Context: an optimization exercise on an open-source flow, tuned for small area, a short achievable clock period and few clock cycles. The choices shown serve that exercise and are no tape-out recipe. At most, simulation tests tie the RTL to the original design; equivalence was not proved. No activity file was given, so power comes from the tool's default toggle rates.

## yuv_to_rgb32_horizontal_scaler_top
module yuv_to_rgb32_horizontal_scaler_top #(
  parameter int MAX_UPSCALE = yrs_pkg::MAX_UPSCALE_DEF
) (
  input  logic                            clk,
  input  logic                            rst_n,
  input  logic                            cfg_we,
  input  logic [yrs_pkg::CFG_IDX_W-1:0]   cfg_index,
  input  logic [yrs_pkg::CFG_W-1:0]       cfg_data,
  input  logic                            in_valid,
  output logic                            in_ready,
  input  logic [yrs_pkg::LUMA_W-1:0]      in_luma,
  input  logic [yrs_pkg::CHROMA_W-1:0]    in_chroma_u,
  input  logic [yrs_pkg::CHROMA_W-1:0]    in_chroma_v,
  input  logic                            in_row_start,
  output logic                            out_valid,
  input  logic                            out_ready,
  output logic [yrs_pkg::COLOR_W-1:0]     out_red,
  output logic [yrs_pkg::COLOR_W-1:0]     out_green,
  output logic [yrs_pkg::COLOR_W-1:0]     out_blue,
  output logic                            out_last_copy
);
Size: about 3200 cells after synthesis, roughly 590 flip-flops, ~81 I/O pins.
Settings: LEC_CHECK=0, CAP_MARGIN=20, CORE_MARGIN=2, CORE_UTILIZATION=55, CTS_CLUSTER_DIAMETER=100, CTS_CLUSTER_SIZE=20, SETUP_SLACK_MARGIN=3.5, SLEW_MARGIN=20; clock period 6.0 ns.
run.sh (not shown) runs the stock make flow with config.mk's settings and CLKGATE_MAP_FILE= SYNTH_SCRIPT=/design/flow/synth_recipe.tcl, a recipe that flattens the netlist after the stock synthesis.
Testbench counts at the start, summed over its fixed seeds: cycles 6,115.
Then changed:
ABC_CLOCK_PERIOD_IN_PS = 2400   (was unset)
CORE_UTILIZATION = 60   (was 55)
SETUP_SLACK_MARGIN = 3.4   (was 3.5)
Outcome: Clock skew rises by 9.3 ps. Routed wire length falls by 2.6%. Fmax barely changes. Sequential share of layout area rises by 1.3 points. Global-route usage rises by 2.3 points.


Starting RTL as in the previous note.
Design yuv_to_rgb32_horizontal_scaler_top, start of the top module:
module yuv_to_rgb32_horizontal_scaler_top #(
  parameter int MAX_UPSCALE = yrs_pkg::MAX_UPSCALE_DEF
) (
  input  logic                            clk,
  input  logic                            rst_n,
  input  logic                            cfg_we,
  input  logic [yrs_pkg::CFG_IDX_W-1:0]   cfg_index,
  input  logic [yrs_pkg::CFG_W-1:0]       cfg_data,
  input  logic                            in_valid,
  output logic                            in_ready,
  input  logic [yrs_pkg::LUMA_W-1:0]      in_luma,
  input  logic [yrs_pkg::CHROMA_W-1:0]    in_chroma_u,
  input  logic [yrs_pkg::CHROMA_W-1:0]    in_chroma_v,
  input  logic                            in_row_start,
  output logic                            out_valid,
  input  logic                            out_ready,
  output logic [yrs_pkg::COLOR_W-1:0]     out_red,
  output logic [yrs_pkg::COLOR_W-1:0]     out_green,
  output logic [yrs_pkg::COLOR_W-1:0]     out_blue,
  output logic                            out_last_copy
);
  logic        adv, tag_v, dp_v;
  logic        tag_c, dp_c;
  logic [15:0] lg, ub, ug, vg, vr;
  logic [7:0]  red, green, blue;
  yrs_ctrl u_ctrl (
    .clk           (clk),
    .rst_n         (rst_n),
    .cfg_we        (cfg_we),
    .cfg_index     (cfg_index),
    .cfg_data      (cfg_data),
    .in_valid      (in_valid),
    .in_ready      (in_ready),
    .in_row_start  (in_row_start),
    .out_valid     (out_valid),
    .out_ready     (out_ready),
    .out_red       (out_red),
    .out_green     (out_green),
    .out_blue      (out_blue),
    .out_last_copy (out_last_copy),
    .adv           (adv),
    .tag_v         (tag_v),
    .tag_c         (tag_c),
    .lg            (lg),
    .ub            (ub),
    .ug            (ug),
    .vg            (vg),
    .vr            (vr),
    .red           (red),
    .green         (green),
    .blue          (blue),
  ...
Settings: LEC_CHECK=0, CAP_MARGIN=20, CORE_MARGIN=2, CORE_UTILIZATION=55, CTS_CLUSTER_DIAMETER=100, CTS_CLUSTER_SIZE=20, SETUP_SLACK_MARGIN=3.3, SLEW_MARGIN=20; clock period 6.0 ns.
The first run finished with timing, DRC and antenna clean.
Testbench counts at the start, summed over its fixed seeds: cycles 6,115.
Then changed:
ABC_CLOCK_PERIOD_IN_PS = 2400   (was default)
SETUP_SLACK_MARGIN = 3.4   (was 3.3)
What happened:
- non-clock buffer count climbs by 19
- design area climbs by 1.7%
- sequential cell count stays the same
- worst setup slack improved by 62 ps
- hold slack barely changes
- combinational power is higher by about 2%
- via count increases by 1.9%
Then changed:
ABC_CLOCK_PERIOD_IN_PS = 3000   (was 2400)
The changed run produced a clean layout.
Register-to-register slack is about the same.
Via count is unchanged.
Power is unchanged.


## run 1
Another version of the RTL of yuv_to_rgb32_horizontal_scaler_top (not shown whole).
For scale: about 530 flip-flops, about 81 I/O pins, ~34000 µm² of cells after synthesis.
Settings: LEC_CHECK=0, CAP_MARGIN=20, CORE_MARGIN=2, CORE_UTILIZATION=40, SETUP_SLACK_MARGIN=3.4, SLEW_MARGIN=20; clock period 6.0 ns.
Changes in run 2 relative to run 1:
- a deleted SETUP_SLACK_MARGIN that had been 3.4
## What came out
Met3 usage in global routing (higher): run 2. Looking at leakage power figure across both flows, run 2 is the stronger of the two, with run 1 trailing. Looking at slowest cell on the critical path, the sky130_fd_sc_hd__or3_1 result is from run 1; the sky130_fd_sc_hd__fa_1 one comes from run 2. Run 2: post-route total power 1.4 mW below run 1. Layout net count delta for run 2 relative to run 1: 3.4% lower. Delta(share of the core filled with cells, run 2 - run 1) < 0.
No functional check of the RTL was part of any run of this note.


Another version of the RTL of yuv_to_rgb32_horizontal_scaler_top (not shown whole).
Size: about 3400 cells after synthesis.
// yuv_to_rgb32_horizontal_scaler_top
module yuv_to_rgb32_horizontal_scaler_top #(
  parameter int MAX_UPSCALE = yrs_pkg::MAX_UPSCALE_DEF
) (
  input  logic                            clk,
  input  logic                            rst_n,
  input  logic                            cfg_we,
  input  logic [yrs_pkg::CFG_IDX_W-1:0]   cfg_index,
  input  logic [yrs_pkg::CFG_W-1:0]       cfg_data,
  input  logic                            in_valid,
  output logic                            in_ready,
  input  logic [yrs_pkg::LUMA_W-1:0]      in_luma,
  input  logic [yrs_pkg::CHROMA_W-1:0]    in_chroma_u,
  input  logic [yrs_pkg::CHROMA_W-1:0]    in_chroma_v,
  input  logic                            in_row_start,
  output logic                            out_valid,
  input  logic                            out_ready,
  output logic [yrs_pkg::COLOR_W-1:0]     out_red,
  output logic [yrs_pkg::COLOR_W-1:0]     out_green,
  output logic [yrs_pkg::COLOR_W-1:0]     out_blue,
  output logic                            out_last_copy
);
  logic        adv, tag_v, dp_v;
  logic        tag_c, dp_c;
  logic [15:0] lg, ub, ug, vg, vr;
  logic [7:0]  red, green, blue;
  yrs_ctrl u_ctrl (
    .clk           (clk),
    .rst_n         (rst_n),
    .cfg_we        (cfg_we),
    .cfg_index     (cfg_index),
    .cfg_data      (cfg_data),
    .in_valid      (in_valid),
    .in_ready      (in_ready),
    .in_row_start  (in_row_start),
    .out_valid     (out_valid),
    .out_ready     (out_ready),
    .out_red       (out_red),
    .out_green     (out_green),
    .out_blue      (out_blue),
    .out_last_copy (out_last_copy),
    .adv           (adv),
    .tag_v         (tag_v),
    .tag_c         (tag_c),
    .lg            (lg),
  ...
clock: 6.0 ns
lec_check: 0
abc_clock_period_in_ps: 2400
cap_margin: 20
core_margin: 2
core_utilization: 55
setup_slack_margin: 3.4
slew_margin: 20
The baseline went through all stages and came out clean.
Edit:
Settings changed: ABC_AREA from default to 1, ABC_CLOCK_PERIOD_IN_PS 2400 to default.
Result: Via count increases by 4.9%. Total power grows by 1.8%. Sequential share of layout area falls by 1.3 points. Final cell count grows by 6.8%. Global-route usage came out higher by 2.6 points. Worst setup slack is worse by 0.019 ns. Maximum frequency decreases by 0.70%. Register-to-register slack is worse by 0.02 ns.
Edit:
Settings changed: ABC_AREA 1 to default, ABC_CLOCK_PERIOD_IN_PS from default to 2400, CORE_UTILIZATION 55 to 70.
=> Fmax drops by about 4%. Non-clock buffer count drops by 99. Cell count shrinks by 10%. Power came out higher by about 0.3%. Count of clock-buffer cells in the layout goes down by 7. Cell area is lower by 3.1%. Routed wire length fell by about 8%. First-iteration DRC count rose by 10%. Synthesized area is higher by 2.1%. Setup slack got worse by 0.11 ns. Critical path depth came out lower by 1.
No functional check of the RTL was part of any run of this note.


## build 63
yuv_to_rgb32_horizontal_scaler_top, a different RTL version from the one above (not shown whole).
Size in the first run: ~530 flip-flops, ~81 I/O pins.
clock: 6.0 ns
lec_check: 0
abc_clock_period_in_ps: 2500
cap_margin: 20
core_margin: 2
core_utilization: 40
slew_margin: 20
The flow did not stop early for build 63: all stages ran, and the layout cleared the timing, DRC and antenna checks.
diff inputs: build 63 => build 80
- swapping 40 for 55 in CORE_UTILIZATION
- putting SETUP_SLACK_MARGIN at 3.3 where nothing was set
Results
[compare] base=build 63 new=build 80: routed wire length on met2 up about 11%; power density relative to cell area down 3.6 nW/µm².
From build 80 to build 63, number of I/O pins did not move at all.
Comparing build 80 and build 63, the higher via count of the first global-routing pass is on build 80.
Comparing build 63 with build 80, the clock network latency to the later pin of the worst-skew pair came out essentially unchanged.
Going from build 63 to build 80, total clock buffers created by CTS went down; final period utilization moved down.
Diff build 80 and build 63: core region area lower in build 80
From build 63 to build 80 the numbers moved as follows: cell count saw a decrease, pin count of the biggest net entering global routing saw an increase, synthesized cell count saw little to no change.
Function was not checked in any run of this note: the RTL went through the layout flow alone.


## job 101
yuv_to_rgb32_horizontal_scaler_top, a different RTL version from the one above (not shown whole).
Size in the first run: roughly 81 I/O pins, roughly 0.029 sq mm of cells after synthesis.
==> flow/config.mk <==
export PLATFORM = sky130hd
export DESIGN_NAME = yuv_to_rgb32_horizontal_scaler_top
export DESIGN_NICKNAME = yuv_to_rgb32_horizontal_scaler_top
export VERILOG_FILES = /design/flow/design.v
export SDC_FILE = /design/flow/constraint.sdc
export NUM_CORES = 4
export LEC_CHECK = 0
export CAP_MARGIN = 20
export CORE_MARGIN = 2
export CORE_UTILIZATION = 40
export SLEW_MARGIN = 20
==> flow/constraint.sdc <==
create_clock -name core_clock -period 6.0 [get_ports {clk}]
set_input_delay 1.2000 -clock core_clock [delete_from_list [all_inputs] [get_ports {clk}]]
set_output_delay 1.2000 -clock core_clock [all_outputs]
set_load 0.01 [all_outputs]
Job 101 finished end to end and its layout was clean on timing, DRC and antenna.
Changes in job 102 relative to job 101:
- an added TNS_END_PERCENT of 100
- an added SETUP_SLACK_MARGIN of 3.5
==> comparison <==
STATUS estimated wirelength of the detail-placed design: job 102 loses against job 101
The run showing the greater total placed instance area is job 102.
Job 102 against job 101: total number of placement rows level, fraction of area in multi-input gates moved down, combined area of all synthesized cells level, count of clock buffers in the final design moved down.
When job 102 is set beside job 101, its transition time of the tightest slew-check pin turns out to be 0.0092 ns larger.
Of job 102 and job 101, it is job 102 that has the higher part of the power in combinational logic.
No run of this note included a check of the RTL's function; only the layout flow was run.

-- static timing again, ports no longer ideal --
In the flow no input, the clock included, has a driving cell. The finished layouts below were timed again as built, in two steps. Step 1 (the two cells are an assumption about what drives the block):
set clk [get_ports {clk}]
set_driving_cell -lib_cell sky130_fd_sc_hd__clkbuf_16 $clk
set_driving_cell -lib_cell sky130_fd_sc_hd__buf_2 [delete_from_list [all_inputs] $clk]
Step 2, shift: input delay + t, output delay - t, t = (earliest + latest rising clock arrival at the registers) / 2. This alone moves slack from input paths to output paths. Three values: no drivers, after step 1, after step 2; two values: the first two.
run	shift t [ns]	slack for setup (ns)	clock arrival spread, ns
the first run of note 1	0.639	3.362 / 3.362 / 2.951	0.013 / 0.013
the second run of note 1	0.641	3.360 / 3.342 / 2.943	0.023 / 0.023
the first run of note 2	0.643	3.326 / 3.299 / 2.779	0.027 / 0.027
the second run of note 2	0.634	3.388 / 3.371 / 2.837	0.029 / 0.030
the third run of note 2	0.634	3.388 / 3.371 / 2.837	0.029 / 0.030
run 1	0.693	2.529 / 2.529 / 2.529	0.029 / 0.030
run 2	0.700	2.168 / 2.168 / 2.168	0.048 / 0.048
the first run of note 4	0.675	3.323 / 3.323 / 2.896	0.029 / 0.029
the second run of note 4	0.681	3.305 / 3.305 / 2.812	0.024 / 0.024
the third run of note 4	0.647	3.193 / 3.193 / 2.800	0.025 / 0.025
build 63	0.677	2.379 / 2.318 / 2.490	0.028 / 0.028
build 80	0.693	3.014 / 3.014 / 2.710	0.037 / 0.037
job 101	0.611	0.667 / 0.667 / 0.667	0.017 / 0.017
job 102	0.621	1.067 / 1.066 / 1.066	0.020 / 0.020
After both steps every run listed still meets setup and hold.
